Background: an optimization exercise with open tools, aiming at small area. Do not read the settings as production practice. The RTL was checked by simulation tests, not by an equivalence proof against the original design. Power and IR drop assume default switching activity.

## flow/constraint.sdc

```tcl
create_clock -name core_clock -period 6.0 [get_ports {clk}]
set_input_delay 1.2000 -clock core_clock [delete_from_list [all_inputs] [get_ports {clk}]]
set_output_delay 1.2000 -clock core_clock [all_outputs]
set_load 0.01 [all_outputs]
```

## flow/flow/run.sh

```bash
#!/bin/bash
# Standard ORFS layout (the standard.sh, unchanged synthesis) with:
#  - small port buffers (buf_1) instead of the default clkdlybuf4s50_1,
#  - CTS with clkbuf_4/clkbuf_8, larger sink clusters and no dummy loads,
# All tool output goes to flow_standard.log; ORFS keeps its per-step logs
# under orfs/logs.
set -euo pipefail
export BUFFER_PORTS_ARGS="-buffer_cell sky130_fd_sc_hd__buf_1"
export CTS_ARGS="-sink_clustering_enable -sink_clustering_size 14 -sink_clustering_max_diameter 70 -repair_clock_nets -dont_use_dummy_load -buf_list {sky130_fd_sc_hd__clkbuf_4 sky130_fd_sc_hd__clkbuf_8}"
bash standard.sh > flow_standard.log 2>&1
```

## flow/standard.sh

```bash
#!/bin/bash
# synth_recipe.tcl (not shown) runs the flow's synth.tcl, then flattens the netlist and writes it again
# the make line also repeats each setting of config.mk as NAME=value (left out here)
make -C /OpenROAD-flow-scripts/flow DESIGN_CONFIG=/design/flow/config.mk WORK_HOME=/design/flow/orfs CLKGATE_MAP_FILE= SYNTH_SCRIPT=/design/flow/synth_recipe.tcl "${@:-finish}"
```

## flow/design.v

```verilog
module rf_inv (input logic a, output logic y);
  assign y = ~a;
endmodule
module rf_nand2 (input logic a, b, output logic y);
  assign y = ~(a & b);
endmodule
module rf_nand3 (input logic a, b, c, output logic y);
  assign y = ~(a & b & c);
endmodule
module rf_and3 (input logic a, b, c, output logic y);
  assign y = a & b & c;
endmodule
module rf_o21ai (input logic a1, a2, b1, output logic y);
  assign y = ~((a1 | a2) & b1);
endmodule
module rf_ao22 (input logic a0, b0, a1, b1, output logic y);
  assign y = (a0 & b0) | (a1 & b1);
endmodule
module rf_aoi222 (input logic a0, b0, a1, b1, a2, b2, output logic y);
  assign y = ~((a0 & b0) | (a1 & b1) | (a2 & b2));
endmodule
module rf_nand4 (input logic a, b, c, d, output logic y);
  assign y = ~(a & b & c & d);
endmodule
module rf_a2111o (input logic a1, a2, b1, c1, d1, output logic y);
  assign y = (a1 & a2) | b1 | c1 | d1;
endmodule
module rf_rbit (input logic [31:0] s, input logic [31:0] d, output logic y);
  logic [10:0] x;
  logic [2:0]  p;
  for (genvar g = 0; g < 10; g++) begin : g_aoi
    rf_aoi222 u (.a0(s[3*g]), .b0(d[3*g]), .a1(s[3*g+1]), .b1(d[3*g+1]),
                 .a2(s[3*g+2]), .b2(d[3*g+2]), .y(x[g]));
  end
  rf_nand2  u_t30 (.a(s[30]), .b(d[30]), .y(x[10]));
  rf_nand4  u_p0  (.a(x[0]), .b(x[1]), .c(x[2]), .d(x[3]), .y(p[0]));
  rf_nand4  u_p1  (.a(x[4]), .b(x[5]), .c(x[6]), .d(x[7]), .y(p[1]));
  rf_nand3  u_p2  (.a(x[8]), .b(x[9]), .c(x[10]), .y(p[2]));
  rf_a2111o u_y   (.a1(s[31]), .a2(d[31]), .b1(p[0]), .c1(p[1]), .d1(p[2]),
                   .y(y));
endmodule
module rf_predec (
  input  logic [4:0] a,
  input  logic       en,
  output logic [3:0] lo,
  output logic [7:0] hi
);
  logic [4:0] an;
  for (genvar i = 0; i < 5; i++) begin : g_inv
    rf_inv u (.a(a[i]), .y(an[i]));
  end
  for (genvar k = 0; k < 4; k++) begin : g_lo
    rf_and3 u (.a(en), .b(k[0] ? a[0] : an[0]), .c(k[1] ? a[1] : an[1]),
               .y(lo[k]));
  end
  for (genvar j = 0; j < 8; j++) begin : g_hi
    rf_and3 u (.a(j[0] ? a[2] : an[2]), .b(j[1] ? a[3] : an[3]),
               .c(j[2] ? a[4] : an[4]), .y(hi[j]));
  end
endmodule
module rf_predec_n (
  input  logic [4:0] a,
  input  logic       en,
  output logic [3:0] lo_n,
  output logic [7:0] hi_n
);
  logic [4:0] an;
  for (genvar i = 0; i < 5; i++) begin : g_inv
    rf_inv u (.a(a[i]), .y(an[i]));
  end
  for (genvar k = 0; k < 4; k++) begin : g_lo
    rf_nand3 u (.a(en), .b(k[0] ? a[0] : an[0]), .c(k[1] ? a[1] : an[1]),
                .y(lo_n[k]));
  end
  for (genvar j = 0; j < 8; j++) begin : g_hi
    rf_nand3 u (.a(j[0] ? a[2] : an[2]), .b(j[1] ? a[3] : an[3]),
                .c(j[2] ? a[4] : an[4]), .y(hi_n[j]));
  end
endmodule
module regfile #(
  parameter int DATA_W = 32,
  parameter int ADDR_W = 5,
  parameter int DEPTH  = 32
) (
  input  logic              clk,
  input  logic              rst,
  input  logic              we,
  input  logic [ADDR_W-1:0] waddr,
  input  logic [DATA_W-1:0] wdata,
  input  logic              re1,
  input  logic [ADDR_W-1:0] raddr1,
  output logic [DATA_W-1:0] rdata1,
  input  logic              re2,
  input  logic [ADDR_W-1:0] raddr2,
  output logic [DATA_W-1:0] rdata2
);
  logic [DEPTH-1:1][DATA_W-1:0] regs;
  logic wr_ok, hit1, hit2, en1, en2, rst_n;
  assign wr_ok = we && (waddr != '0);
  assign hit1  = wr_ok && (waddr == raddr1);
  assign hit2  = wr_ok && (waddr == raddr2);
  assign en1   = !rst && re1;
  assign en2   = !rst && re2;
  assign rst_n = !rst;
  logic [3:0] wlo_n;
  logic [7:0] whi_n;
  rf_predec_n u_wdec (.a(waddr), .en(we), .lo_n(wlo_n), .hi_n(whi_n));
  logic [DATA_W-1:0] wd_a, wd_b;
  for (genvar b = 0; b < DATA_W; b++) begin : g_wd
    logic wd_n;
    rf_nand2 u_n (.a(wdata[b]), .b(rst_n), .y(wd_n));
    rf_inv   u_a (.a(wd_n), .y(wd_a[b]));
    rf_inv   u_b (.a(wd_n), .y(wd_b[b]));
  end
  logic [DEPTH-1:1][1:0] wen_h, wen_n_h;
  for (genvar r = 1; r < DEPTH; r++) begin : g_row
    logic wen;
    rf_o21ai u_wen (.a1(whi_n[r / 4]), .a2(wlo_n[r % 4]), .b1(rst_n),
                    .y(wen));
    logic [DATA_W-1:0] nxt, wdr;
    logic [1:0] wh, wnh;
    for (genvar h = 0; h < 2; h++) begin : g_h
      rf_inv u_wn (.a(wen), .y(wnh[h]));
      rf_inv u_w  (.a(wnh[h]), .y(wh[h]));
    end
    assign wen_h[r]   = wh;
    assign wen_n_h[r] = wnh;
    assign wdr = (r < 16) ? wd_a : wd_b;
    for (genvar b = 0; b < DATA_W; b++) begin : g_d
      rf_ao22 u_d (.a0(wh[b / 16]), .b0(wdr[b]), .a1(wnh[b / 16]),
                   .b1(regs[r][b]), .y(nxt[b]));
    end
    always_ff @(posedge clk) begin
      regs[r] <= nxt;
    end
  end
  logic [3:0] lo1, lo2;
  logic [7:0] hi1, hi2;
  logic [1:0][31:0] sel1_h, sel2_h;
  rf_predec u_rdec1 (.a(raddr1), .en(en1), .lo(lo1), .hi(hi1));
  rf_predec u_rdec2 (.a(raddr2), .en(en2), .lo(lo2), .hi(hi2));
  for (genvar h = 0; h < 2; h++) begin : g_byp
    assign sel1_h[h][0] = !rst && re1 && hit1;
    assign sel2_h[h][0] = !rst && re2 && hit2;
  end
  for (genvar r = 1; r < DEPTH; r++) begin : g_sel
    logic s1_n, s2_n, wmask;
    assign wmask = wen_n_h[r][0];
    rf_nand3 u1n (.a(hi1[r / 4]), .b(lo1[r % 4]), .c(wmask), .y(s1_n));
    rf_nand3 u2n (.a(hi2[r / 4]), .b(lo2[r % 4]), .c(wmask), .y(s2_n));
    for (genvar h = 0; h < 2; h++) begin : g_h
      rf_inv u1 (.a(s1_n), .y(sel1_h[h][r]));
      rf_inv u2 (.a(s2_n), .y(sel2_h[h][r]));
    end
  end
  for (genvar b = 0; b < DATA_W; b++) begin : g_bit
    logic [31:0] col;
    assign col[0] = wdata[b];
    for (genvar r = 1; r < DEPTH; r++) begin : g_c
      assign col[r] = regs[r][b];
    end
    rf_rbit u1 (.s(sel1_h[b / 16]), .d(col), .y(rdata1[b]));
    rf_rbit u2 (.s(sel2_h[b / 16]), .d(col), .y(rdata2[b]));
  end
endmodule
```

## flow/config.mk

```make
export PLATFORM = sky130hd
export DESIGN_NAME = regfile
export DESIGN_NICKNAME = regfile
export VERILOG_FILES = /design/flow/design.v
export SDC_FILE = /design/flow/constraint.sdc
export NUM_CORES = 4
export LEC_CHECK = 0
export CAP_MARGIN = 5
export CORE_MARGIN = 2
export CORE_UTILIZATION = 50
export SLEW_MARGIN = 5
export SYNTH_HIERARCHICAL = 1
```

==> out/qor.txt, run 1 <==
status -> no timing/DRC/antenna violations
Critical Path RT -> 4800 ps
row cnt -> 102
CP Capture Type -> output pin
# port buffers -> 115
GPL Wtd Cong -> 1.04
Period minus WS final -> 5920 ps
Lkg Pwr -> 18.3 nW
Global Route Usage Sum -> 0.412
CTS tree -> built
Final setup viols -> 0
syn nets -> 3505
crit-path cells -> buf_1, nand3_1, o21ai_1, inv_1, nand3_1, inv_1, a222oi_1, nand3_1, a2111o_1, buf_1
layout cells sized above 1 -> 0.0504
largest net degree at the start of global routing -> 46
TritonCTS buffer count -> 81
DP Cell Count -> 4712
worst hold path type -> reg2reg
grt total ovfl -> 0
setup TNS -> 0 ps
CP peak stage delay -> 660 ps
via/cell ratio -> 8.20
clk_skew -> 0 ps
Layout area overhead -> 9.33%
TritonCTS Sinks -> 992
first-pass detailed-route iteration total -> 13
number of global-route vias before repair -> 36.9k
first-pass GRT wire length -> 253000 um
Slew HR -> 0.316
Tot Pwr -> 12.3 mW
clk buf depth -> 3
final worst-path setup slack -> 76.9 ps
Root Buffer -> clkbuf_8
register bit total from synthesis -> 992
Arrival @ worst endpoint -> 4720 ps
Critical R2R Launch -> regs[958]
kind of critical path -> in2out
most used cell along the critical path -> nand3_1
final wirelength -> 176000 um
Worst-Margin Slew -> 1020 ps
drt drc -> 0
Avg Inst Size Synth -> 11.4 sq um
most frequent cells in the layout -> 992 x a22o_1, 992 x dfxtp_1, 640 x a222oi_1
Hold Vio Cnt, Final -> 0
Die Width -> 284 um
core footprint -> 77600 sq um
setup bufs post-CTS -> 0
Worst-path clk slew -> 80 ps
final net count -> 3807
DRT antenna net count -> 0
num ports -> 116
synth unique cells -> 15
Mapped Area -> 39200 sq um
initial antenna violation count -> 9
total number of vias -> 39.4k
Worst Path Buf+Inv -> 4
Die Y -> 284 um
Hold Path Origin -> regs[411]
insertion delay to the later sink of the worst-skew pair -> 740 ps
YS warnings -> 7
PwrDens -> 287 nW/um^2
Largest Register -> regs
register area share after synthesis -> 0.506
Crit Path Max Fanout -> 16
Detail Placement HPWL -> 119000 um
fmax -> 169 MHz
RSZ-0062 raised after global routing -> false
final period utilization -> 0.987
Largest delay share family, worst path -> compound AO/OA/AOI/OAI gates
# resized after CTS -> 0
First DRT Iteration DRCs -> 8867
Top Registers -> regs (992)
maximum vdd drop -> 0.179 mV
H-tree levels -> 3
max-slew violation count -> 0
die area -> 80700 sq um
Worst Setup Start Kind -> input port
Mapped Cells -> 3453
CP max-delay cell -> a222oi_1
Max Cap Violations -> 0
final non-filler cell total -> 4801
Critical Path Source -> waddr[2]
Hold Buf Count CTS -> 0
max FFs per register -> 992
Initial Util -> 0.505
Routed WL per cell -> 36.8 um
DP Worst Slack -> 384 ps
Yosys stat by module (local to each module, per instance), a selection:
module / cells inside / flops+latches / cell area [sq um]
rf_aoi222: 1 / 0 / 10.0
regfile: 1013 / 992 / 20000
rf_o21ai: 1 / 0 / 5.00
rf_a2111o: 1 / 0 / 11.3
rf_nand2: 1 / 0 / 3.75
rf_ao22: 1 / 0 / 8.76
rf_inv: 1 / 0 / 3.75
rf_nand3: 1 / 0 / 5.00
rf_nand4: 1 / 0 / 6.26
rf_and3: 1 / 0 / 6.26
power breakdown:
part | internal [mW] | switching [mW] | total, mW
Combinational | 0.487 | 0.758 | 1.25
Clock | 1.21 | 2.21 | 3.42
Sequential | 7.15 | 0.485 | 7.63
Total | 8.84 | 3.46 | 12.3
routing by layer:
metal	vias up	track usage	part of all wire
met5	-	0	0.00016
met4	4	0.280	0.083
met3	681	0.0855	0.12
met2	3427	0.646	0.45
met1	19300	0.511	0.35
li1	15900	-	-
metrics by stage:
stage,hold WS (ps),util,instance area [sq um]
2_1_floorplan,460,-,39200
3_3_place_gp,473,0.538,41700
3_5_place_dp,478,0.538,41700
4_1_cts,504,0.552,42800
5_1_grt,516,0.552,42800
6_report,503,0.552,42900
synth_stat cells (all sizes together):
master | instances | area share
dfxtp | 992 | 0.51
nand2 | 98 | 0.0094
o21ai | 32 | 0.0042
xnor2 | 10 | 0.0022
a2111o | 64 | 0.018
a222oi | 640 | 0.16
nor3 | 2 | 0.00026
nor2b | 2 | 0.00032
and3 | 24 | 0.0038
nand4 | 130 | 0.021
inv | 328 | 0.031
a22o | 992 | 0.22
or4 | 1 | 0.00019
nand3 | 138 | 0.018
kinds of logic after synthesis:
group,Yosys count,share of synthesized area
flip-flops,992,0.506
XOR/XNOR,10,0.00223
buffers and inverters,328,0.0314
AO/OA/AOI/OAI,1728,0.408
AND/OR/NAND/NOR,395,0.0523
worst paths after layout:
check	to	depth (start not counted)	slack, ps
setup / recovery	rdata2[13]	10	80
hold reg to reg	regs[411]	1	500
setup reg to reg	regs[958]	1	5320
hold / removal	regs[411]	1	500
layout make-up:
cell class,count,area [sq um]
fillers,6865,34700
inverters,328,1230
repair buffers,219,1210
diodes,8,20.0
multi-input cells,2133,18100
well taps,1040,1300
clock buffers,81,1110
flip-flops and latches,992,19900
==> run 2: changes to the inputs <==
--- a/flow/config.mk
+++ b/flow/config.mk
@@ -10,2 +10,4 @@
 export CORE_UTILIZATION = 50
+export GPL_TIMING_DRIVEN = 0
+export SETUP_SLACK_MARGIN = 0.1
 export SLEW_MARGIN = 5
==> run 2 against run 1 <==
Compared with the run above: clock skew unchanged; critical endpoint is now rdata1[17]; maximum frequency up 0.54%; critical path type unchanged; cell area is 0.97% lower; synthesized area unchanged; first-iteration DRC count fell by 5.3%; register-to-register slack better by 20 ps.
==> out/qor.txt, run 2 <==
Synth top area share -> 0.506
GPL Wtd Cong -> 1.00
DP Cell Count -> 4613
final net count -> 3736
Most Crowded Layer GR -> met2
Post-synth EDFFs -> 0
number of global-route vias before repair -> 35.9k
num ports -> 116
Hold Buf Count CTS -> 0
max-slew violation count -> 0
Worst-path clk slew -> 90 ps
top cells by count, synth -> 992 x a22o_1, 992 x dfxtp_1, 640 x a222oi_1
CP peak stage delay -> 560 ps
grt total ovfl -> 0
Critical Path RT -> 4800 ps
CTS tree -> built
via/cell ratio -> 8.14
Initial Util -> 0.505
insertion delay to the later sink of the worst-skew pair -> 710 ps
CP max-delay cell -> a2111o_1
CP Capture Type -> output pin
DRT antenna net count -> 0
Final Instance Area -> 42500 sq um
register area share after synthesis -> 0.506
row cnt -> 102
Hold Crit Depth -> 1
largest net degree at the start of global routing -> 56
syn nets -> 3505
most used flip-flop cell after synthesis -> dfxtp_1
final non-filler cell total -> 4727
status -> no timing/DRC/antenna violations
Slew HR -> 0.296
maximum vdd drop -> 0.194 mV
PwrDens -> 287 nW/um^2
Mapped Area -> 39200 sq um
Critical R2R Launch -> regs[453]
Die Width -> 284 um
clk buf depth -> 3
final core occ -> 0.547
worst hold margin -> 502 ps
# port buffers -> 115
placed cell area -> 41000 sq um
Period minus WS final -> 5890 ps
Avg Inst Size Synth -> 11.4 sq um
Arrival @ worst endpoint -> 4690 ps
final wirelength -> 167000 um
YS warnings -> 7
register bit total from synthesis -> 992
max FFs per register -> 992
Worst Setup Start Kind -> input port
die area -> 80700 sq um
hold-critical path endpoint -> regs[951]
most frequent cells in the layout -> 992 x a22o_1, 992 x dfxtp_1, 640 x a222oi_1
layout cells sized above 1 -> 0.0399
ys async rst share -> 0
Lkg Pwr -> 17.9 nW
met1 Usage GRT -> 0.503
GRT met3 Usage -> 0.0556
Detail Placement HPWL -> 111000 um
met2 usage -> 0.613
TritonCTS Sinks -> 992
Mapped Cells -> 3453
Hold Vio Cnt, Final -> 0
fillers -> 6798
Yosys top cell by area -> dfxtp_1
clk_skew -> 0 ps
Global Route Usage Sum -> 0.390
Crit Path Max Fanout -> 19
TritonCTS buffer count -> 81
initial antenna violation count -> 7
total number of vias -> 38.5k
crit-path cells -> buf_1, nand3_1, o21ai_1, inv_1, nand3_1, inv_1, nand2_1, nand3_1, a2111o_1, buf_1
first-pass detailed-route iteration total -> 13
Reg2Reg Capture Point -> regs[453]
Worst-Margin Slew -> 1050 ps
RSZ-0062 raised after global routing -> true
most area-consuming cells after synthesis -> dfxtp_1 51%, a22o_1 22%, a222oi_1 16%, inv_1 3.1%, nand4_1 2.1%
Hold Path Origin -> regs[951]
Final setup viols -> 0
fmax -> 170 MHz
synth unique cells -> 15
First DRT Iteration DRCs -> 8393
Root Buffer -> clkbuf_8
Routed WL per cell -> 35.3 um
Top Registers -> regs (992)
first-pass GRT wire length -> 242000 um
most used cell along the critical path -> nand3_1
Largest Register -> regs
kind of critical path -> in2out
drt drc -> 0
core footprint -> 77600 sq um
Die Y -> 284 um
final period utilization -> 0.982
worst reg-to-reg path cell count -> 1
H-tree levels -> 3
Max Cap Violations -> 0
R2R setup slack -> 5340 ps
worst hold path type -> reg2reg
Layout area overhead -> 8.27%
run 2: changes by cell type in the layout (fill, tap and decap cells not counted), moves of 3 or more:
cell / previous run / this run
clkinvlp_4: 0 / 24
inv_1: 327 / 303
diode_2: 8 / 5
buf_4: 104 / 32
nand3_2: 0 / 4
nand3_1: 138 / 134
run 2: metal layers:
metal  part of all wire  vias to the layer above  wire length [um]
met5                  0                        -                 0
met4              0.080                        0             13300
met3               0.11                      537             18800
met2               0.45                     3208             74900
met1               0.36                    19000             60000
li1                   -                    15800                 -
run 2: logic make-up (layout without fill, tap and decap cells):
kind of cell / count (synthesis) / in the layout / synth area share
simple gates: 395 / 395 / 0.0523
buf+inv: 328 / 557 / 0.0314
xor+xnor: 10 / 10 / 0.00223
other cells: 0 / 5 / 0
flops: 992 / 992 / 0.506
compound gates: 1728 / 1728 / 0.408
run 2: critical path: cells and delay by family:
kind | cells | cell delay, ps
compound gates | 2 | 880
simple gates | 4 | 1190
buf+inv | 4 | 1400
run 2: per-stage QoR:
stage	setup WS, ps	total power [mW]	setup TNS (ps)
after floorplan	1110	8.39	0
after global placement	-2150	8.78	-128130
after detailed placement	-92.0	8.87	-440
after CTS	118	12.1	0
after global routing	43.9	12.6	0
final	109	12.2	0
run 2: repair_timing:
item                                    CTS  global route
gates cloned                              0             0
gates resized for setup                   6            23
pin swaps                                 2             6
setup buffers                             2            26
endpoints found under the setup margin   57            62
run 2: worst max-delay path by stage:
stage	from	end	slack, ps
after floorplan	waddr[0]	rdata1[0]	1110
after global placement	waddr[4]	rdata2[0]	-2150
after detailed placement	waddr[0]	rdata2[9]	-90
after CTS	waddr[3]	rdata2[24]	120
after global routing	waddr[0]	rdata2[16]	40
final	waddr[4]	rdata1[17]	110
run 2: layout make-up:
class                      instances  area, sq um  area share
sequential                       992        19900       0.468
clock buffer                      81         1110      0.0263
inverter                         328         1320      0.0311
timing repair buffer             148          693      0.0163
antenna                            5         12.5    0.000295
tap                             1040         1300      0.0307
multi-input combinational       2133        18100       0.428
run 2: power by group:
part           internal [mW]  switching, mW  total (mW)
Clock                   1.21           2.17        3.38
Sequential              7.15          0.455        7.60
Combinational          0.480          0.745        1.23
run 2: per-module statistics from Yosys (local to each module, per instance), a selection:
module,flops+latches,copies in the design,area [sq um]
rf_ao22,0,992,8.76
regfile,992,1,20000
rf_nand4,0,128,6.26
rf_o21ai,0,31,5.00
rf_aoi222,0,640,10.0
rf_a2111o,0,64,11.3
==> run 3: changes to the inputs <==
--- a/flow/config.mk
+++ b/flow/config.mk
@@ -9,3 +9,3 @@
 export CORE_MARGIN = 2
-export CORE_UTILIZATION = 50
+export CORE_UTILIZATION = 58
 export GPL_TIMING_DRIVEN = 0
==> run 3 against run 2 <==
Compared with the run above: still clean on timing, DRC and antenna; maximum frequency barely moved; global-route usage rose by 4.0 points; non-clock buffer count fell by 2; die area fell by 14%; power fell by 0.24%; critical path depth did not move; sequential power barely moved.
==> out/qor.txt, run 3 <==
status -> no timing/DRC/antenna violations
Synth Area in Compound Gates -> 0.408
TritonCTS Sinks -> 992
GPL Wtd Cong -> 1.08
Detail Placement HPWL -> 106000 um
CP endpoint -> rdata1[16]
total number of vias -> 38.6k
Synth Area in Adders -> 0
initial antenna violation count -> 1
largest net degree at the start of global routing -> 58
RSZ-0062 raised after global routing -> true
DRT antenna net count -> 0
Initial Util -> 0.585
Global Route Usage Sum -> 0.430
ys async rst share -> 0
final period utilization -> 0.981
fmax -> 170 MHz
Worst-path clk slew -> 40 ps
max FFs per register -> 992
Mapped Cells -> 3453
core footprint -> 67000 sq um
DP Worst Slack -> 70.8 ps
Max Cap Violations -> 0
Worst-Margin Slew -> 1060 ps
insertion delay to the later sink of the worst-skew pair -> 720 ps
Worst Setup Start Kind -> input port
final worst-path setup slack -> 113 ps
CP peak stage delay -> 700 ps
Crit Path Max Fanout -> 19
PwrDens -> 288 nW/um^2
CTS tree -> built
top cells by count, synth -> 992 x a22o_1, 992 x dfxtp_1, 640 x a222oi_1
Most Crowded Layer GR -> met2
number of global-route vias before repair -> 35.6k
met2 usage -> 0.662
Worst Path Buf+Inv -> 4
YS warnings -> 7
Die Width -> 264 um
Arrival @ worst endpoint -> 4690 ps
register area share after synthesis -> 0.506
Post-Synth Simple-Gate Area -> 0.0523
area share of xor/xnor cells in the synthesized design -> 0.00223
Critical Path Stages -> 10
Top Registers -> regs (992)
max-slew violation count -> 0
First DRT Iteration DRCs -> 9121
TritonCTS buffer count -> 81
most frequent cells in the layout -> 992 x a22o_1, 992 x dfxtp_1, 640 x a222oi_1
area of the multi-input gates -> 18100 sq um
final non-filler cell total -> 4554
num ports -> 116
layout cells sized above 1 -> 0.0386
register area -> 19900 sq um
Critical R2R Launch -> regs[851]
Synth top area share -> 0.506
Final setup viols -> 0
R2R setup slack -> 5340 ps
# port buffers -> 115
Tot Pwr -> 12.2 mW
worst hold path type -> reg2reg
register bit total from synthesis -> 992
GRT met3 Usage -> 0.0681
met1 Usage GRT -> 0.552
first-pass detailed-route iteration total -> 13
maximum vdd drop -> 0.221 mV
combinational family with the most area after synthesis -> compound AO/OA/AOI/OAI gates
die area -> 69700 sq um
row cnt -> 95
Period minus WS final -> 5890 ps
synth unique cells -> 15
final wirelength -> 159000 um
Reg2Reg Capture Point -> regs[851]
Mapped Area -> 39200 sq um
most area-consuming cells after synthesis -> dfxtp_1 51%, a22o_1 22%, a222oi_1 16%, inv_1 3.1%, nand4_1 2.1%
final net count -> 3734
grt total ovfl -> 0
CP max-delay cell -> a222oi_1
Die Y -> 264 um
Largest delay share family, worst path -> compound AO/OA/AOI/OAI gates
via/cell ratio -> 8.49
Hold Path Origin -> regs[348]
crit-path cells -> buf_1, nand3_2, o21ai_1, inv_1, nand3_1, inv_1, a222oi_1, nand4_1, a2111o_1, buf_1
Routed WL per cell -> 34.9 um
drt drc -> 0
Yosys top cell by area -> dfxtp_1
Critical Path RT -> 4800 ps
Avg Inst Size Synth -> 11.4 sq um
most used flip-flop cell after synthesis -> dfxtp_1
Hold Vio Cnt, Final -> 0
Layout area overhead -> 7.64%
H-tree levels -> 3
mux contribution to synthesized area -> 0
Critical Path Source -> waddr[1]
Slew HR -> 0.287
worst reg-to-reg path cell count -> 1
clk buf depth -> 3
kind of critical path -> in2out
CP Capture Type -> output pin
fillers -> 5366
first-pass GRT wire length -> 232000 um
Root Buffer -> clkbuf_8
syn nets -> 3505
Largest Register -> regs
DP Cell Count -> 4446
Post-synth EDFFs -> 0
Lkg Pwr -> 17.9 nW
clk_skew -> 0 ps
==> run 3: cell counts after synthesis <==
No cell type changed its count.
==> run 3: metrics by stage <==
| step | hold WS (ps) | instance area (sq um) | setup TNS [ps] | utilization |
|---|---|---|---|---|
| after floorplan | 460 | 39200 | 0 | - |
| after global placement | 472 | 40700 | -98010 | 0.608 |
| after detailed placement | 476 | 40800 | 0 | 0.608 |
| after CTS | 500 | 41900 | 0 | 0.625 |
| after global routing | 518 | 42200 | 0 | 0.630 |
| final | 505 | 42200 | 0 | 0.630 |
==> run 3: worst min-delay path by stage <==
| stage | endpoint | slack (ps) | depth (start not counted) |
|---|---|---|---|
| after CTS | regs[348] | 500 | 1 |
| after floorplan | regs[160] | 460 | 1 |
| after global placement | regs[738] | 470 | 1 |
| after detailed placement | regs[950] | 480 | 1 |
| after global routing | regs[183] | 520 | 1 |
| final | regs[348] | 510 | 1 |
==> run 3: cell type report <==
type / instances / area share
Timing Repair Buffer: 146 / 0.0161
Clock buffer: 81 / 0.0264
Inverter: 328 / 0.0310
Sequential cell: 992 / 0.471
Antenna cell: 1 / 0.0000593
Tap cell: 873 / 0.0259
Multi-Input combinational cell: 2133 / 0.430
==> run 3: kinds of logic (layout without fill, tap and decap cells) <==
kind of cell,Yosys count,after routing
flops,992,992
xor+xnor,10,10
compound gates,1728,1728
buf+inv,328,555
simple gates,395,395
other cells,0,1
==> run 3: where the power goes <==
group	leakage [nW]	internal [mW]	switching [mW]	total [mW]
Combinational	9.04	0.479	0.735	1.21
Sequential	8.25	7.15	0.456	7.60
Clock	0.582	1.21	2.15	3.36
Total	17.9	8.83	3.34	12.2
==> run 3: metal layers <==
layer / wire [um] / part of all wire
met1: 56100 / 0.35
met3: 19000 / 0.12
met4: 13700 / 0.086
met2: 70000 / 0.44
met5: 115 / 0.00072
==> run 3: timing repair <==
action,4_1_cts,5_1_grt
pin swaps,1,3
endpoints found under the hold margin,0,0
hold buffers,0,0
resized for setup,2,24
setup buffers,0,26
setup endpoints to repair,7,64
==> run 3: modules after synthesis, one instance, submodules excluded, excerpt <==
module,cell area [sq um],copies in the design
regfile,20000,1
rf_a2111o,11.3,64
rf_aoi222,10.0,640
rf_ao22,8.76,992
rf_and3,6.26,24
rf_nand4,6.26,128
rf_nand3,5.00,138
rf_o21ai,5.00,31
rf_inv,3.75,327
rf_nand2,3.75,96
==> run 4: changes to the inputs <==
--- a/flow/flow/run.sh
+++ b/flow/flow/run.sh
@@ -8,3 +8,3 @@
 export BUFFER_PORTS_ARGS="-buffer_cell sky130_fd_sc_hd__buf_1"
-export CTS_ARGS="-sink_clustering_enable -sink_clustering_size 14 -sink_clustering_max_diameter 70 -repair_clock_nets -dont_use_dummy_load -buf_list {sky130_fd_sc_hd__clkbuf_4 sky130_fd_sc_hd__clkbuf_8}"
+export CTS_ARGS="-sink_clustering_enable -sink_clustering_size 16 -sink_clustering_max_diameter 80 -repair_clock_nets -dont_use_dummy_load -buf_list {sky130_fd_sc_hd__clkbuf_4 sky130_fd_sc_hd__clkbuf_8}"
 bash standard.sh > flow_standard.log 2>&1
--- a/flow/config.mk
+++ b/flow/config.mk
@@ -9,3 +9,3 @@
 export CORE_MARGIN = 2
-export CORE_UTILIZATION = 58
+export CORE_UTILIZATION = 50
 export GPL_TIMING_DRIVEN = 0
==> run 4 against run 3 <==
Compared with the run above: still clean on timing, DRC and antenna; sequential power is essentially flat; non-clock buffer count is 9 higher; sequential share of layout area is 0.24 points lower; combinational power hardly changed; sequential cell count unchanged; clock power down 4%; critical path type unchanged; highest routed layer is now met4.
==> out/qor.txt, run 4 <==
Period minus WS final -> 5860 ps
Synth top area share -> 0.506
total number of vias -> 38.4k
most used cell along the critical path -> buf_1
number of global-route vias before repair -> 36.0k
CTS tree -> built
CP max-delay cell -> a222oi_1
core footprint -> 77600 sq um
crit-path cells -> buf_1, nand3_2, o21ai_1, clkinvlp_4, nand3_1, inv_1, a222oi_1, nand4_1, a2111o_1, buf_1
ys async rst share -> 0
Largest Register -> regs
fmax -> 171 MHz
DRT antenna net count -> 0
Lkg Pwr -> 17.8 nW
R2R setup slack -> 5330 ps
num ports -> 116
synth unique cells -> 15
First DRT Iteration DRCs -> 8703
Hold Vio Cnt, Final -> 0
grt total ovfl -> 0
initial antenna violation count -> 7
first-pass GRT wire length -> 242000 um
RSZ-0062 raised after global routing -> true
Yosys top cell by area -> dfxtp_1
Worst Setup Start Kind -> input port
syn nets -> 3505
Final setup viols -> 0
row cnt -> 102
kind of critical path -> in2out
Critical Path RT -> 4800 ps
Slew HR -> 0.242
final non-filler cell total -> 4726
top cells by count, synth -> 992 x a22o_1, 992 x dfxtp_1, 640 x a222oi_1
Initial Util -> 0.505
Routed WL per cell -> 35.4 um
Mapped Cells -> 3453
final net count -> 3734
worst hold path type -> reg2reg
layout cells sized above 1 -> 0.0408
Crit Path Max Fanout -> 16
most used flip-flop cell after synthesis -> dfxtp_1
Largest delay share family, worst path -> compound AO/OA/AOI/OAI gates
final wirelength -> 167000 um
GPL Wtd Cong -> 1.00
TritonCTS Sinks -> 992
H-tree levels -> 3
Post-synth EDFFs -> 0
Mapped Area -> 39200 sq um
Worst Path Buf+Inv -> 4
insertion delay to the later sink of the worst-skew pair -> 710 ps
Worst-path clk slew -> 100 ps
register bit total from synthesis -> 992
YS warnings -> 7
clk buf depth -> 3
drt drc -> 0
max-slew violation count -> 0
via/cell ratio -> 8.12
die area -> 80700 sq um
Die Width -> 284 um
clk_skew -> 0 ps
most frequent cells in the layout -> 992 x a22o_1, 992 x dfxtp_1, 640 x a222oi_1
largest net degree at the start of global routing -> 56
most area-consuming cells after synthesis -> dfxtp_1 51%, a22o_1 22%, a222oi_1 16%, inv_1 3.1%, nand4_1 2.1%
first-pass detailed-route iteration total -> 13
Layout area overhead -> 8.20%
Avg Inst Size Synth -> 11.4 sq um
worst hold margin -> 503 ps
# port buffers -> 115
max FFs per register -> 992
Arrival @ worst endpoint -> 4660 ps
PwrDens -> 284 nW/um^2
CP Capture Type -> output pin
Detail Placement HPWL -> 111000 um
TritonCTS buffer count -> 72
CP peak stage delay -> 740 ps
Worst-Margin Slew -> 1130 ps
Die Y -> 284 um
Max Cap Violations -> 0
Root Buffer -> clkbuf_8
Global Route Usage Sum -> 0.391
DP Cell Count -> 4613
status -> no timing/DRC/antenna violations
maximum vdd drop -> 0.173 mV
register area share after synthesis -> 0.506
final period utilization -> 0.977
Top Registers -> regs (992)
[run 4: layout make-up]
class | count | area (sq um)
Timing Repair Buffer | 155 | 771
Tap cell | 1040 | 1300
Multi-Input combinational cell | 2133 | 18100
Inverter | 328 | 1340
Fill cell | 6789 | 35200
Clock buffer | 72 | 991
Sequential cell | 992 | 19900
Antenna cell | 6 | 15.0
[run 4: final timing paths]
check | start | to | depth (start not counted)
min reg2reg | regs[951] | regs[951] | 1
max | waddr[0] | rdata2[16] | 10
max reg2reg | regs[738] | regs[738] | 1
min | regs[951] | regs[951] | 1
[run 4: metrics by stage]
step / setup WS (ps) / utilization / setup TNS, ps / cell area (sq um) / power, mW
2_1_floorplan: 1110 / - / 0 / 39200 / 8.39
3_3_place_gp: -2150 / 0.528 / -128130 / 40900 / 8.78
3_5_place_dp: -92.0 / 0.528 / -440 / 41000 / 8.87
4_1_cts: 121 / 0.542 / 0 / 42000 / 12.0
5_1_grt: 44.4 / 0.547 / 0 / 42400 / 12.4
6_report: 136 / 0.547 / 0 / 42400 / 12.1
[run 4: modules after synthesis, one instance, submodules excluded, a selection]
module	flops+latches	cell area, sq um	times used	cells inside
rf_o21ai	0	5.00	31	1
regfile	992	20000	1	1013
rf_a2111o	0	11.3	64	1
rf_nand2	0	3.75	96	1
rf_aoi222	0	10.0	640	1
rf_nand3	0	5.00	138	1
rf_nand4	0	6.26	128	1
rf_ao22	0	8.76	992	1
rf_inv	0	3.75	327	1
rf_and3	0	6.26	24	1
[run 4: repair_timing]
item | 4_1_cts | 5_1_grt
pin swaps | 2 | 7
setup buffers | 2 | 33
gates cloned | 0 | 0
resized for setup | 6 | 28
endpoints found under the setup margin | 58 | 61
hold buffers | 0 | 0
[run 4: kinds of logic (layout without fill, tap and decap cells)]
family | Yosys count | in the layout | synth area share
AOI/OAI and AO/OA | 1728 | 1728 | 0.408
DFF | 992 | 992 | 0.506
and+or+nand+nor | 395 | 395 | 0.0523
buffers and inverters | 328 | 555 | 0.0314
xor gates and xnor gates | 10 | 10 | 0.00223
other | 0 | 6 | 0
[run 4: power breakdown]
group | internal, mW | switching, mW
clock | 1.08 | 2.15
sequential | 7.15 | 0.455
combinational | 0.481 | 0.748
total | 8.71 | 3.36
[run 4: routing by layer]
layer,vias to the layer above,GRT usage,part of all wire
met4,0,0.267,0.082
met1,18800,0.505,0.36
met3,574,0.0503,0.11
li1,15800,-,-
met5,-,0,0
met2,3178,0.610,0.45
==> run 5: changes to the inputs <==
==> flow/run.sh (new file) <==
#!/bin/bash
# synth_recipe.tcl (not shown) runs the flow's synth.tcl, then flattens the netlist and writes it again
# the make line also repeats each setting of config.mk as NAME=value (left out here)
make -C /OpenROAD-flow-scripts/flow DESIGN_CONFIG=/design/flow/config.mk WORK_HOME=/design/flow/orfs CLKGATE_MAP_FILE= SYNTH_SCRIPT=/design/flow/synth_recipe.tcl finish
--- a/flow/config.mk
+++ b/flow/config.mk
@@ -7,8 +7,9 @@
 export LEC_CHECK = 0
-export CAP_MARGIN = 5
+export CAP_MARGIN = 10
 export CORE_MARGIN = 2
 export CORE_UTILIZATION = 50
-export GPL_TIMING_DRIVEN = 0
-export SETUP_SLACK_MARGIN = 0.1
-export SLEW_MARGIN = 5
+export CTS_BUF_LIST = sky130_fd_sc_hd__clkbuf_4 sky130_fd_sc_hd__clkbuf_8
+export CTS_CLUSTER_DIAMETER = 70
+export CTS_CLUSTER_SIZE = 14
+export SLEW_MARGIN = 10
 export SYNTH_HIERARCHICAL = 1
removed: flow/flow/run.sh
removed: flow/standard.sh
==> run 5 against run 4 <==
Compared with the run above: now fails the layout checks on setup timing; die area stayed put; synthesized area stayed put; core utilization is 4.4 points higher; via count is 3.6% higher; non-clock buffer count is 237 higher; sequential share of layout area is 3.5 points lower; routed wire length is 3.3% higher; combinational power is 7% higher; power is 2.7% higher; clock skew stayed put; sequential power hardly changed; critical endpoint is now rdata1[30]; largest cell class unchanged; largest power group unchanged; highest routed layer unchanged.
==> out/qor.txt, run 5 <==
CTS tree -> built
Initial Util -> 0.505
TritonCTS Sinks -> 992
die area -> 80700 sq um
CP max-delay cell -> a222oi_1
Worst-path clk slew -> 90 ps
total number of vias -> 39.7k
Detail Placement HPWL -> 118000 um
crit-path cells -> clkdlybuf4s50_1, nand3_1, buf_4, o21ai_4, inv_1, nand3_1, inv_1, buf_12, a222oi_1, nand4_1, a2111o_1, clkdlybuf4s50_1
Arrival @ worst endpoint -> 4880 ps
Period minus WS final -> 6080 ps
core footprint -> 77600 sq um
Hold Vio Cnt, Final -> 0
max FFs per register -> 992
initial antenna violation count -> 7
Slew HR -> 0.392
CP Capture Type -> output pin
Crit Path Max Fanout -> 12
H-tree levels -> 3
syn nets -> 3505
layout check faults -> setup timing
DRT antenna net count -> 0
Worst-Margin Slew -> 911 ps
Layout area overhead -> 17.0%
First DRT Iteration DRCs -> 9095
worst hold path type -> reg2reg
clk buf depth -> 3
GPL Wtd Cong -> 1.04
# port buffers -> 115
CP peak stage delay -> 660 ps
Avg Inst Size Synth -> 11.4 sq um
Largest Register -> regs
number of global-route vias before repair -> 37.0k
most area-consuming cells after synthesis -> dfxtp_1 51%, a22o_1 22%, a222oi_1 16%, inv_1 3.1%, nand4_1 2.1%
max-slew violation count -> 0
most frequent cells in the layout -> 992 x a22o_1, 992 x dfxtp_1, 640 x a222oi_1
TritonCTS buffer count -> 80
YS warnings -> 7
insertion delay to the later sink of the worst-skew pair -> 720 ps
Top Registers -> regs (992)
register area share after synthesis -> 0.506
first-pass GRT wire length -> 250000 um
Final setup viols -> 8
Worst Setup Start Kind -> input port
maximum vdd drop -> 0.214 mV
final wirelength -> 173000 um
placed cell area -> 43700 sq um
register area -> 19900 sq um
clk_skew -> 0 ps
grt total ovfl -> 0
row cnt -> 102
largest net degree at the start of global routing -> 33
Yosys top cell by area -> dfxtp_1
DP Worst Slack -> -329 ps
synth unique cells -> 15
Routed WL per cell -> 34.7 um
kind of critical path -> in2out
setup TNS -> -190 ps
ys async rst share -> 0
PwrDens -> 270 nW/um^2
RSZ-0062 raised after global routing -> true
Root Buffer -> clkbuf_8
top cells by count, synth -> 992 x a22o_1, 992 x dfxtp_1, 640 x a222oi_1
Tot Pwr -> 12.4 mW
Synth top area share -> 0.506
Die Width -> 284 um
register bit total from synthesis -> 992
Lkg Pwr -> 19.5 nW
Mapped Cells -> 3453
Hold Buf Count CTS -> 0
Post-synth EDFFs -> 0
first-pass detailed-route iteration total -> 14
most used flip-flop cell after synthesis -> dfxtp_1
drt drc -> 0
fillers -> 6627
Final Instance Area -> 45900 sq um
fmax -> 165 MHz
DP Cell Count -> 4834
num ports -> 116
Die Y -> 284 um
final period utilization -> 1.01
final non-filler cell total -> 4979
final net count -> 3979
layout cells sized above 1 -> 0.109
Global Route Usage Sum -> 0.404
final worst-path setup slack -> -76.3 ps
status -> failed layout checks
via/cell ratio -> 7.98
Max Cap Violations -> 0
Mapped Area -> 39200 sq um
area of the multi-input gates -> 18300 sq um
Critical Path RT -> 4800 ps
==> run 5: cell types whose count changed in the layout (fill, tap and decap cells not counted), sizes merged <==
cell | previous run | this run
buf | 154 | 277
diode | 6 | 7
dlymetal6s2s | 0 | 5
inv | 299 | 301
clkinvlp | 29 | 30
clkbuf | 73 | 84
clkdlybuf4s50 | 0 | 109
dlygate4sd2 | 0 | 1
==> run 5: final timing paths <==
check | cells past startpoint | from | end | slack, ps
min reg2reg | 1 | regs[780] | regs[780] | 510
max reg2reg | 1 | regs[982] | regs[982] | 5340
max | 12 | we | rdata1[30] | -80
min | 1 | regs[780] | regs[780] | 510
==> run 5: critical path, delay by kind of cell <==
family | cells | cell delay (ps)
buffers and inverters | 6 | 1790
AOI/OAI and AO/OA | 3 | 1360
and+or+nand+nor | 3 | 520
==> run 5: what timing repair did <==
item,CTS,global route
hold endpoints to repair,0,0
endpoints found under the setup margin,62,64
pin swaps,8,43
setup buffers,6,45
gates resized for setup,22,60
==> run 5: Yosys stat by module, one instance, submodules excluded, excerpt <==
module / cells / area, sq um
rf_nand2: 1 / 3.75
rf_o21ai: 1 / 5.00
rf_nand3: 1 / 5.00
rf_a2111o: 1 / 11.3
rf_inv: 1 / 3.75
rf_aoi222: 1 / 10.0
rf_nand4: 1 / 6.26
rf_and3: 1 / 6.26
regfile: 1013 / 20000
rf_ao22: 1 / 8.76
==> run 5: layout make-up <==
class                      instances  area share
sequential                       992       0.433
multi-input combinational       2133       0.400
timing repair buffer             392      0.0838
inverter                         328      0.0292
tap                             1040      0.0284
clock buffer                      84      0.0249
clock inverter                     3    0.000518
antenna                            7    0.000382
==> run 5: cells by family (layout without fill, tap and decap cells) <==
family | Yosys count | count (layout) | synth area share
flip-flops | 992 | 992 | 0.506
AO/OA/AOI/OAI | 1728 | 1728 | 0.408
AND/OR/NAND/NOR | 395 | 395 | 0.0523
buffers and inverters | 328 | 807 | 0.0314
XOR/XNOR | 10 | 10 | 0.00223
other | 0 | 7 | 0
==> run 5: metrics by stage <==
step | util | hold WS (ps)
6_report | 0.591 | 505
5_1_grt | 0.591 | 516
4_1_cts | 0.580 | 504
3_5_place_dp | 0.563 | 476
3_3_place_gp | 0.563 | 472
2_1_floorplan | - | 460
==> run 5: routing by layer <==
metal  wire, um  vias to the layer above  part of all wire  global-route usage
li1           -                    16300                 -                   -
met1      62600                    19400              0.36               0.518
met2      74700                     3478              0.43               0.616
met3      20900                      641              0.12              0.0804
met4      14700                        0             0.085               0.274
met5          0                        -                 0                   0
==> run 5: where the power goes <==
part	switching [mW]	internal [mW]
Combinational	0.771	0.543
Sequential	0.472	7.15
Clock	2.21	1.24
==> run 6: changes to the inputs <==
--- a/flow/design.v
+++ b/flow/design.v
@@ -27,5 +27,5 @@
 endmodule
-module rf_rbit (input logic [31:0] s, input logic [31:0] d, output logic y);
-  logic [10:0] x;
-  logic [2:0]  p;
+module rf_rbit (input logic [30:0] s, input logic [30:0] d, output logic y);
+  logic [9:0] x;
+  logic [2:0] p;
   for (genvar g = 0; g < 10; g++) begin : g_aoi
@@ -34,8 +34,7 @@
   end
-  rf_nand2  u_t30 (.a(s[30]), .b(d[30]), .y(x[10]));
-  rf_nand4  u_p0  (.a(x[0]), .b(x[1]), .c(x[2]), .d(x[3]), .y(p[0]));
-  rf_nand4  u_p1  (.a(x[4]), .b(x[5]), .c(x[6]), .d(x[7]), .y(p[1]));
-  rf_nand3  u_p2  (.a(x[8]), .b(x[9]), .c(x[10]), .y(p[2]));
-  rf_a2111o u_y   (.a1(s[31]), .a2(d[31]), .b1(p[0]), .c1(p[1]), .d1(p[2]),
-                   .y(y));
+  rf_nand4  u_p0 (.a(x[0]), .b(x[1]), .c(x[2]), .d(x[3]), .y(p[0]));
+  rf_nand4  u_p1 (.a(x[4]), .b(x[5]), .c(x[6]), .d(x[7]), .y(p[1]));
+  rf_nand2  u_p2 (.a(x[8]), .b(x[9]), .y(p[2]));
+  rf_a2111o u_y  (.a1(s[30]), .a2(d[30]), .b1(p[0]), .c1(p[1]), .d1(p[2]),
+                  .y(y));
 endmodule
@@ -97,6 +96,3 @@
   logic [DEPTH-1:1][DATA_W-1:0] regs;
-  logic wr_ok, hit1, hit2, en1, en2, rst_n;
-  assign wr_ok = we && (waddr != '0);
-  assign hit1  = wr_ok && (waddr == raddr1);
-  assign hit2  = wr_ok && (waddr == raddr2);
+  logic en1, en2, rst_n;
   assign en1   = !rst && re1;
@@ -114,3 +110,3 @@
   end
-  logic [DEPTH-1:1][1:0] wen_h, wen_n_h;
+  logic [DATA_W-1:0] nxt [DEPTH];
   for (genvar r = 1; r < DEPTH; r++) begin : g_row
@@ -119,3 +115,3 @@
                     .y(wen));
-    logic [DATA_W-1:0] nxt, wdr;
+    logic [DATA_W-1:0] wdr;
     logic [1:0] wh, wnh;
@@ -125,4 +121,3 @@
     end
-    assign wen_h[r]   = wh;
-    assign wen_n_h[r] = wnh;
+    logic [DATA_W-1:0] d;
     assign wdr = (r < 16) ? wd_a : wd_b;
@@ -130,6 +125,7 @@
       rf_ao22 u_d (.a0(wh[b / 16]), .b0(wdr[b]), .a1(wnh[b / 16]),
-                   .b1(regs[r][b]), .y(nxt[b]));
+                   .b1(regs[r][b]), .y(d[b]));
     end
+    assign nxt[r] = d;
     always_ff @(posedge clk) begin
-      regs[r] <= nxt;
+      regs[r] <= d;
     end
@@ -138,17 +134,12 @@
   logic [7:0] hi1, hi2;
-  logic [1:0][31:0] sel1_h, sel2_h;
+  logic [1:0][30:0] sel1_h, sel2_h;
   rf_predec u_rdec1 (.a(raddr1), .en(en1), .lo(lo1), .hi(hi1));
   rf_predec u_rdec2 (.a(raddr2), .en(en2), .lo(lo2), .hi(hi2));
-  for (genvar h = 0; h < 2; h++) begin : g_byp
-    assign sel1_h[h][0] = !rst && re1 && hit1;
-    assign sel2_h[h][0] = !rst && re2 && hit2;
-  end
   for (genvar r = 1; r < DEPTH; r++) begin : g_sel
-    logic s1_n, s2_n, wmask;
-    assign wmask = wen_n_h[r][0];
-    rf_nand3 u1n (.a(hi1[r / 4]), .b(lo1[r % 4]), .c(wmask), .y(s1_n));
-    rf_nand3 u2n (.a(hi2[r / 4]), .b(lo2[r % 4]), .c(wmask), .y(s2_n));
+    logic s1_n, s2_n;
+    rf_nand2 u1n (.a(hi1[r / 4]), .b(lo1[r % 4]), .y(s1_n));
+    rf_nand2 u2n (.a(hi2[r / 4]), .b(lo2[r % 4]), .y(s2_n));
     for (genvar h = 0; h < 2; h++) begin : g_h
-      rf_inv u1 (.a(s1_n), .y(sel1_h[h][r]));
-      rf_inv u2 (.a(s2_n), .y(sel2_h[h][r]));
+      rf_inv u1 (.a(s1_n), .y(sel1_h[h][r-1]));
+      rf_inv u2 (.a(s2_n), .y(sel2_h[h][r-1]));
     end
@@ -156,6 +147,5 @@
   for (genvar b = 0; b < DATA_W; b++) begin : g_bit
-    logic [31:0] col;
-    assign col[0] = wdata[b];
+    logic [30:0] col;
     for (genvar r = 1; r < DEPTH; r++) begin : g_c
-      assign col[r] = regs[r][b];
+      assign col[r-1] = nxt[r][b];
     end
==> flow/flow/run.sh (new file) <==
#!/bin/bash
# Standard ORFS layout (the standard.sh, unchanged synthesis) with:
#  - small port buffers (buf_1) instead of the default clkdlybuf4s50_1,
#  - CTS with clkbuf_4/clkbuf_8, larger sink clusters and no dummy loads,
# All tool output goes to flow_standard.log; ORFS keeps its per-step logs
# under orfs/logs.
set -euo pipefail
export BUFFER_PORTS_ARGS="-buffer_cell sky130_fd_sc_hd__buf_1"
export CTS_ARGS="-sink_clustering_enable -sink_clustering_size 14 -sink_clustering_max_diameter 70 -repair_clock_nets -dont_use_dummy_load -buf_list {sky130_fd_sc_hd__clkbuf_4 sky130_fd_sc_hd__clkbuf_8}"
bash standard.sh > flow_standard.log 2>&1
==> flow/standard.sh (new file) <==
#!/bin/bash
# synth_recipe.tcl (not shown) runs the flow's synth.tcl, then flattens the netlist and writes it again
# the make line also repeats each setting of config.mk as NAME=value (left out here)
make -C /OpenROAD-flow-scripts/flow DESIGN_CONFIG=/design/flow/config.mk WORK_HOME=/design/flow/orfs CLKGATE_MAP_FILE= SYNTH_SCRIPT=/design/flow/synth_recipe.tcl "${@:-finish}"
==> flow/config.mk (replaced) <==
export PLATFORM = sky130hd
export DESIGN_NAME = regfile
export DESIGN_NICKNAME = regfile
export VERILOG_FILES = /design/flow/design.v
export SDC_FILE = /design/flow/constraint.sdc
export NUM_CORES = 4
export LEC_CHECK = 0
export CAP_MARGIN = 5
export CORE_MARGIN = 2
export CORE_UTILIZATION = 50
export GPL_TIMING_DRIVEN = 0
export SLEW_MARGIN = 5
export SYNTH_HIERARCHICAL = 1
removed: flow/run.sh
==> run 6 against run 5 <==
Compared with the run above: the layout still fails its checks (setup timing); sequential cell count unchanged; non-clock buffer count is 235 lower; synthesized cell count fell by 2.4%; die area is 1.3% lower; clock-buffer cell count shrank 4; critical path type unchanged; critical endpoint is now rdata2[19]; largest power group unchanged; highest routed layer is now met5.
==> out/qor.txt, run 6 <==
First DRT Iteration DRCs -> 8400
worst hold path type -> reg2reg
H-tree levels -> 3
Period minus WS final -> 6070 ps
Avg Inst Size Synth -> 11.5 sq um
final non-filler cell total -> 4641
clk buf depth -> 3
synth unique cells -> 11
Post-synth EDFFs -> 0
max-slew violation count -> 0
Arrival @ worst endpoint -> 4870 ps
Hold Vio Cnt, Final -> 0
Die Width -> 282 um
most area-consuming cells after synthesis -> dfxtp_1 51%, a22o_1 22%, a222oi_1 17%, inv_1 3.2%, nand4_1 2.1%
YS warnings -> 8
initial antenna violation count -> 7
most used cell along the critical path -> buf_1
first-pass detailed-route iteration total -> 15
number of global-route vias before repair -> 34.2k
via/cell ratio -> 7.99
Tot Pwr -> 12.3 mW
Max Cap Violations -> 0
Final setup viols -> 7
ys async rst share -> 0
Layout area overhead -> 9.25%
CP peak stage delay -> 730 ps
switching share of total power -> 0.278
clk_skew -> 0 ps
Worst-Margin Slew -> 866 ps
Most Crowded Layer GR -> met1
met2 usage -> 0.537
Detail Placement HPWL -> 107000 um
register area share after synthesis -> 0.513
Global Route Usage Sum -> 0.372
fmax -> 165 MHz
CP max-delay cell -> inv_1
Routed WL per cell -> 33.7 um
cell-internal power -> 8.87 mW
row cnt -> 101
layout cells sized above 1 -> 0.0565
# port buffers -> 115
DRT antenna net count -> 0
Lkg Pwr -> 17.7 nW
GPL Wtd Cong -> 1.06
core footprint -> 76200 sq um
max FFs per register -> 992
Worst Setup Start Kind -> input port
status -> failed layout checks
Crit Path Max Fanout -> 17
most frequent cells in the layout -> 992 x a22o_1, 992 x dfxtp_1, 640 x a222oi_1
DP Cell Count -> 4517
final net count -> 3662
Critical Path RT -> 4800 ps
PwrDens -> 291 nW/um^2
Worst Path Buf+Inv -> 4
final wirelength -> 156000 um
syn nets -> 3423
GRT met3 Usage -> 0.119
register bit total from synthesis -> 992
top cells by count, synth -> 992 x a22o_1, 992 x dfxtp_1, 640 x a222oi_1
final period utilization -> 1.01
Die Y -> 282 um
Mapped Area -> 38700 sq um
num ports -> 116
Initial Util -> 0.508
TritonCTS Sinks -> 992
DP Worst Slack -> -127 ps
final core occ -> 0.555
layout check faults -> setup timing
grt total ovfl -> 0
Worst-path clk slew -> 100 ps
largest net degree at the start of global routing -> 52
fillers -> 6544
most used flip-flop cell after synthesis -> dfxtp_1
maximum vdd drop -> 0.203 mV
Top Registers -> regs (992)
Largest delay share family, worst path -> buffers and inverters
total number of vias -> 37.1k
Root Buffer -> clkbuf_8
Yosys top cell by area -> dfxtp_1
drt drc -> 0
TritonCTS buffer count -> 80
Logic pwr share -> 0.130
kind of critical path -> in2out
Sw Pwr -> 3.42 mW
met1 Usage GRT -> 0.541
Mapped Cells -> 3371
crit-path cells -> buf_1, nand3_1, o21ai_1, clkinvlp_4, inv_1, a22o_1, a222oi_1, nand2_1, a2111o_1, buf_1
CTS tree -> built
CP Capture Type -> output pin
Reg power frac -> 0.593
Clock Power Share -> 0.277
die area -> 79600 sq um
insertion delay to the later sink of the worst-skew pair -> 700 ps
Slew HR -> 0.422
Synth top area share -> 0.513
Largest Register -> regs
first-pass GRT wire length -> 227000 um
final worst-path setup slack -> -71.5 ps
## run 6: final timing paths
path             start          to  slack, ps  cells after the start
max           waddr[4]  rdata2[19]        -70                     10
min          regs[439]   regs[439]        500                      1
max reg2reg  regs[490]   regs[490]       5340                      1
min reg2reg  regs[439]   regs[439]        500                      1
## run 6: timing repair
item | in CTS | in global routing
pin swaps | 0 | 5
setup endpoints to repair | 24 | 64
gates resized for setup | 17 | 64
setup buffers | 0 | 41
hold endpoints to repair | 0 | 0
hold buffers | 0 | 0
## run 6: cell type report
class,count,area (sq um),share of cell area
timing repair buffer,157,885,0.0209
multi-input combinational,2051,17600,0.417
tap,1030,1290,0.0305
sequential,992,19900,0.470
inverter,328,1480,0.0350
clock buffer,80,1100,0.0261
antenna,3,7.51,0.000178
## run 6: power groups by stage
stage	combinational, mW	clock (mW)	sequential (mW)
floorplan	1.03	0	7.39
global placement	1.39	0	7.42
detailed placement	1.47	0	7.43
CTS	1.48	3.42	7.28
global route	1.67	3.66	7.33
finish	1.60	3.40	7.29
## run 6: per-stage QoR
step	setup TNS, ps	cell area [sq um]	hold slack, ps
2_1_floorplan	0	38700	459
3_3_place_gp	-68840	40400	470
3_5_place_dp	-1410	40400	477
4_1_cts	0	41600	502
5_1_grt	-21.5	42300	511
6_report	-271	42300	501
## run 6: kinds of logic after synthesis
logic type | Yosys count | share of synthesized area
compound gates | 1727 | 0.413
simple gates | 324 | 0.0418
buf+inv | 328 | 0.0318
flops | 992 | 0.513
## run 6: layer usage
metal  vias to the layer above  share of wire
li1                      15400              -
met2                      2830           0.41
met5                         -         0.0012
met1                     18500           0.42
met4                         8          0.025
met3                       278           0.15
## run 6: Yosys stat by module, one instance, submodules excluded, excerpt
module     cell area, sq um  copies in the design  cells  flip-flops and latches
regfile               19900                     1    995                     992
rf_a2111o              11.3                    64      1                       0
rf_and3                6.26                    24      1                       0
rf_ao22                8.76                   992      1                       0
rf_aoi222              10.0                   640      1                       0
rf_inv                 3.75                   327      1                       0
rf_nand3               5.00                    12      1                       0
rf_nand4               6.26                   128      1                       0
rf_o21ai               5.00                    31      1                       0

[afterwards: timing with drivers on the ports]
The flow's constraints put no driver on any port. The routed layouts listed below were extracted and timed again, unchanged, in two steps. Step 1: set_driving_cell puts a clkbuf_16 on clk and a buf_2 on each other input, an assumption about the parent block. Step 2 times the ports against the registers' clock, not the clock port: input delays grow and output delays shrink by t, the midpoint of the rising clock arrivals with the driver on. Slacks: no drivers / after step 1 / after step 2; pairs: no drivers / after step 1.
run | shift t [ns] | setup slack, ns | worst setup path after step 2 | pins driven straight from the clock port
run 1 | 0.789 | 0.077 / 0.049 / 0.049 | input to output | 1
run 2 | 0.758 | 0.109 / 0.084 / 0.084 | input to output | 1
run 3 | 0.788 | 0.113 / 0.082 / 0.082 | input to output | 1
run 4 | 0.789 | 0.136 / 0.114 / 0.114 | input to output | 1
run 5 | 0.782 | -0.076 / -0.111 / -0.111 | input to output | 1
run 6 | 0.774 | -0.072 / -0.094 / -0.094 | input to output | 1
The setup slack of run 5, which loses most, moves by -0.035 ns with the drivers and by -0.035 ns with both steps.
